Context: an optimization exercise on an open-source flow, tuned for small area, a short achievable clock period and few clock cycles per item. The choices shown serve that exercise and are no tape-out recipe.
Power is estimated from default activity; no workload was simulated.

ember:
==> flow/design.v <==
module sha256_msg_sched #(
  parameter int IN_W   = 8,
  parameter int ROUNDS = 64
) (
  input  logic            clk,
  input  logic            rst,
  input  logic            abort,
  input  logic [IN_W-1:0] in_data,
  input  logic            in_valid,
  output logic            in_ready,
  output logic [31:0]     w_data,
  output logic [5:0]      w_idx,
  output logic            w_valid,
  input  logic            w_ready,
  output logic            busy,
  output logic            dbg_state
);
  logic [31:0] r_win [16];
  logic [31:0] r_s0x;      
  logic [31:0] r_s0a;      
  logic [31:0] r_e;        
  logic [31:0] r_s1x;      
  logic [31:0] r_out;    
  logic [23:0] r_pk;     
  logic [1:0]  r_b;      
  logic        r_v;      
  logic        r_wp;     
  logic [5:0]  r_idxn;   
  logic [3:0]  r_ph;     
  logic        r_nrdy;   
  logic        r_busy;
  logic [3:0]  r_we;     
  logic        r_al;     
  logic [5:0]  r_idx;
  logic [5:0]  w_nxt;
  logic        w_wr_now;
  logic        w_in_fire;
  logic        w_cmpl;
  logic        w_take;
  logic        w_comp;
  logic [31:0] w_word;
  logic [31:0] w_new;
  logic [1:0]  n_b;
  logic        n_v, n_wp;
  logic [5:0]  n_idx;
  logic [3:0]  n_ph;
  logic [3:0]  n_d;
  logic [5:0]  n_nxt;
  logic        n_rdy;
  function automatic logic [31:0] f_sigma0(input logic [31:0] x);
    f_sigma0 = ((x >> 7) | (x << 25)) ^ ((x >> 18) | (x << 14)) ^ (x >> 3);
  endfunction
  function automatic logic [31:0] f_sigma1(input logic [31:0] x);
    f_sigma1 = ((x >> 17) | (x << 15)) ^ ((x >> 19) | (x << 13)) ^ (x >> 10);
  endfunction
  assign r_idx      = ~r_idxn;
  assign w_nxt      = r_idx + 6'd1;
  assign w_wr_now   = |r_we;
  assign in_ready   = ~r_nrdy;
  assign w_valid    = r_v;
  assign dbg_state  = r_v;
  assign w_data     = r_out;
  assign w_idx      = r_idx;
  assign busy       = r_busy;
  assign w_in_fire  = in_valid & ~r_nrdy & ~abort;
  assign w_cmpl     = w_in_fire & (r_b == 2'd3);
  assign w_take     = r_v & w_ready & ~abort;
  assign w_comp     = r_al & (~r_v | w_ready) & ~abort;
  assign w_word     = {r_pk, in_data};
  assign w_new      = r_s1x + r_e;
  always_comb begin
    n_b   = r_b;
    n_v   = r_v;
    n_wp  = r_wp;
    n_idx = r_idx;
    n_ph  = r_ph + 4'd1;
    if (abort) begin
      n_b   = 2'd0;
      n_v   = 1'b0;
      n_wp  = 1'b0;
      n_idx = 6'd63;
    end else begin
      if (w_in_fire) n_b = r_b + 2'd1;
      if (w_take) n_v = 1'b0;
      if (w_wr_now) n_wp = 1'b0;
      if (w_cmpl) begin
        n_v   = 1'b1;
        n_wp  = 1'b1;
        n_idx = w_nxt;
        if (w_nxt == 6'd0) n_ph = 4'd3;
      end
      if (w_comp) begin
        n_v   = 1'b1;
        n_idx = w_nxt;
      end
    end
    n_d   = n_idx[3:0] - n_ph;                        
    n_nxt = n_idx + 6'd1;
    n_rdy = (n_b != 2'd3) |
            (((n_idx == 6'd63) | ((n_idx[5:4] == 2'd0) & (n_idx[3:0] != 4'd15))) &
             ~n_v & (~n_wp | (n_d[1:0] == 2'd0)));
  end
  always_ff @(posedge clk) begin
    r_we[0] <= n_wp & (n_d == 4'd4);
    r_we[1] <= n_wp & (n_d == 4'd8);
    r_we[2] <= n_wp & (n_d == 4'd12);
    r_we[3] <= n_wp & (n_d == 4'd0);
  end
  always_ff @(posedge clk or posedge rst) begin
    if (rst) begin
      r_b    <= 2'd0;
      r_v    <= 1'b0;
      r_wp   <= 1'b0;
      r_idxn <= 6'd0;
      r_nrdy <= 1'b0;
      r_busy <= 1'b0;
      r_al   <= 1'b0;
    end else begin
      r_b    <= n_b;
      r_v    <= n_v;
      r_wp   <= n_wp;
      r_idxn <= ~n_idx;
      r_nrdy <= ~n_rdy;
      r_busy <= (n_b != 2'd0) | n_v | (n_idx != 6'd63);
      r_al   <= (n_nxt[5:4] != 2'd0) & ~n_wp & (n_ph == n_nxt[3:0]);
    end
  end
  always_ff @(posedge clk) begin
    r_ph <= n_ph;
    if (w_in_fire && r_b != 2'd3) r_pk <= {r_pk[15:0], in_data};
    if (w_cmpl)      r_out <= w_word;
    else if (w_comp) r_out <= w_new;
    for (int i = 0; i < 15; i++) r_win[i] <= r_win[i+1];
    if (r_we[0]) r_win[3]  <= r_out;
    if (r_we[1]) r_win[7]  <= r_out;
    if (r_we[2]) r_win[11] <= r_out;
    if (w_comp)       r_win[15] <= w_new;
    else if (r_we[3]) r_win[15] <= r_out;
    else              r_win[15] <= r_win[0];
    r_s0x <= f_sigma0(r_win[4]);
    r_s0a <= r_s0x + r_win[2];
    r_e   <= r_s0a + r_win[10];
    r_s1x <= f_sigma1(r_win[15]);
  end
endmodule
==> flow/config.mk <==
export PLATFORM = sky130hd
export DESIGN_NAME = sha256_msg_sched
export DESIGN_NICKNAME = sha256_msg_sched
export VERILOG_FILES = /design/flow/design.v
export SDC_FILE = /design/flow/constraint.sdc
export NUM_CORES = 4
export LEC_CHECK = 0
export CAP_MARGIN = 20
export CORE_MARGIN = 2
export CORE_UTILIZATION = 55
export CTS_BUF_LIST = sky130_fd_sc_hd__clkbuf_8
export CTS_CLUSTER_DIAMETER = 45
export CTS_CLUSTER_SIZE = 20
export SETUP_SLACK_MARGIN = 2.35
export SLEW_MARGIN = 20
==> flow/constraint.sdc <==
create_clock -name core_clock -period 4.6 [get_ports {clk}]
set_input_delay 0.9200 -clock core_clock [delete_from_list [all_inputs] [get_ports {clk}]]
set_output_delay 0.9200 -clock core_clock [all_outputs]
set_load 0.01 [all_outputs]
standard.sh (not shown) runs the stock make flow with config.mk's settings and CLKGATE_MAP_FILE= SYNTH_SCRIPT=/design/flow/synth_recipe.tcl, a recipe that flattens the netlist after the stock synthesis.
==> flow/flow/run.sh <==
#!/bin/bash
# Standard layout, except that synthesis maps logic with a delay-driven abc
# script and without the full/half-adder cell step. Registers are untouched:
# they are mapped before abc runs, exactly as in synth_recipe.tcl.
set -euo pipefail
here=$(pwd)
# synthesis script: synth_recipe.tcl with abc pointed at flow/abc_fast.script
{
  echo 'proc abc {args} {'
  echo '  set i [lsearch $args -script]'
  echo "  if {\$i >= 0} { lset args [expr {\$i+1}] $here/flow/abc_fast.script }"
  echo '  yosys abc {*}$args'
  echo '}'
  cat synth_recipe.tcl
} > my_synth.tcl
sed -e "s#SYNTH_SCRIPT=[^ ]*#SYNTH_SCRIPT=$here/my_synth.tcl ADDER_MAP_FILE= ABC_CLOCK_PERIOD_IN_PS=1500#" standard.sh > my_standard.sh
bash my_standard.sh > flow_make.log 2>&1
==> flow/flow/abc_fast.script <==
&get -n
&st
&if -g
&st
&dch
&nf {D}
&put
buffer -c
topo
stime -c
upsize -c {D}
dnsize -c {D}
The layout from ember, despite a flow that completed every stage, fails the layout checks, with the failing checks listed as antenna violations.
--- input diff ember..zinc ---
- SETUP_SLACK_MARGIN changed from 2.35 to 2.5
Notes after the runs:
On final-layout worst hold slack, ember tracks zinc almost exactly.
Comparing ember and zinc, the lower count of buffers not belonging to the clock network in the layout was measured on ember.
In the tables for ember and zinc, count of fill cells added during filler insertion reads higher with ember.
Of zinc and ember, it is zinc that has the higher final instance area.
Going from ember to zinc, clock network fraction of design power shrinks by 1.8 points.
Per the final summary, zinc finished and its layout is clean on timing, DRC and antenna.
Delta(part of the total power dissipated in combinational logic, zinc - ember) > 0
Here is what was changed in the inputs of sierra compared with zinc.
- a change of SETUP_SLACK_MARGIN from 2.5 to 2.2
==> run summary <==
sierra: done, clean on timing, DRC and antenna
Of sierra and zinc, the higher layout-stage area growth over the synthesis result belongs to zinc.
Final design area excluding fillers went down by a little under 10% going from zinc to sierra.
Going from zinc to sierra, the CTS buffer count was found to have gone up by 1.
Total power went down by a little under 10% going from zinc to sierra.
NOTE net switching power of the design zinc->sierra decreased by more than 10%
Summary: with zinc as the reference, global-route wire length before repair in sierra moved down slightly.
Register-to-register slack improves in sierra relative to zinc.
Function was not checked in any run of this note: the RTL went through the layout flow alone.

[re-timing with driven ports]
How much do the figures lean on ideal ports? The routed layouts below were timed once more, with nothing changed but the port constraints.
Step 1 assumes that a clkbuf_16 drives the clock port and a buf_2 every other input.
Step 2 moves the port delays by t, midway between the first and last clock arrival at a register: inputs arrive t later, outputs are due t later. That takes back most of the time a late clock gives input paths.
Three values: ideal ports, drivers, drivers and shift; two values: the first two.
run | t (ns) | setup WS [ns] | worst setup path at the end | clock arrival spread, ns | worst data-port slew with drivers (ns)
ember | 0.757 | 2.175 / 2.121 / 1.488 | input to register | 0.035 / 0.036 | 0.03
zinc | 0.757 | 2.124 / 2.067 / 1.451 | input to register | 0.058 / 0.058 | 0.04
sierra | 0.753 | 2.170 / 2.135 / 1.443 | input to register | 0.042 / 0.042 | 0.03
The setup slack of sierra, which loses most, moves by -0.035 ns with the drivers and by -0.727 ns with both steps.
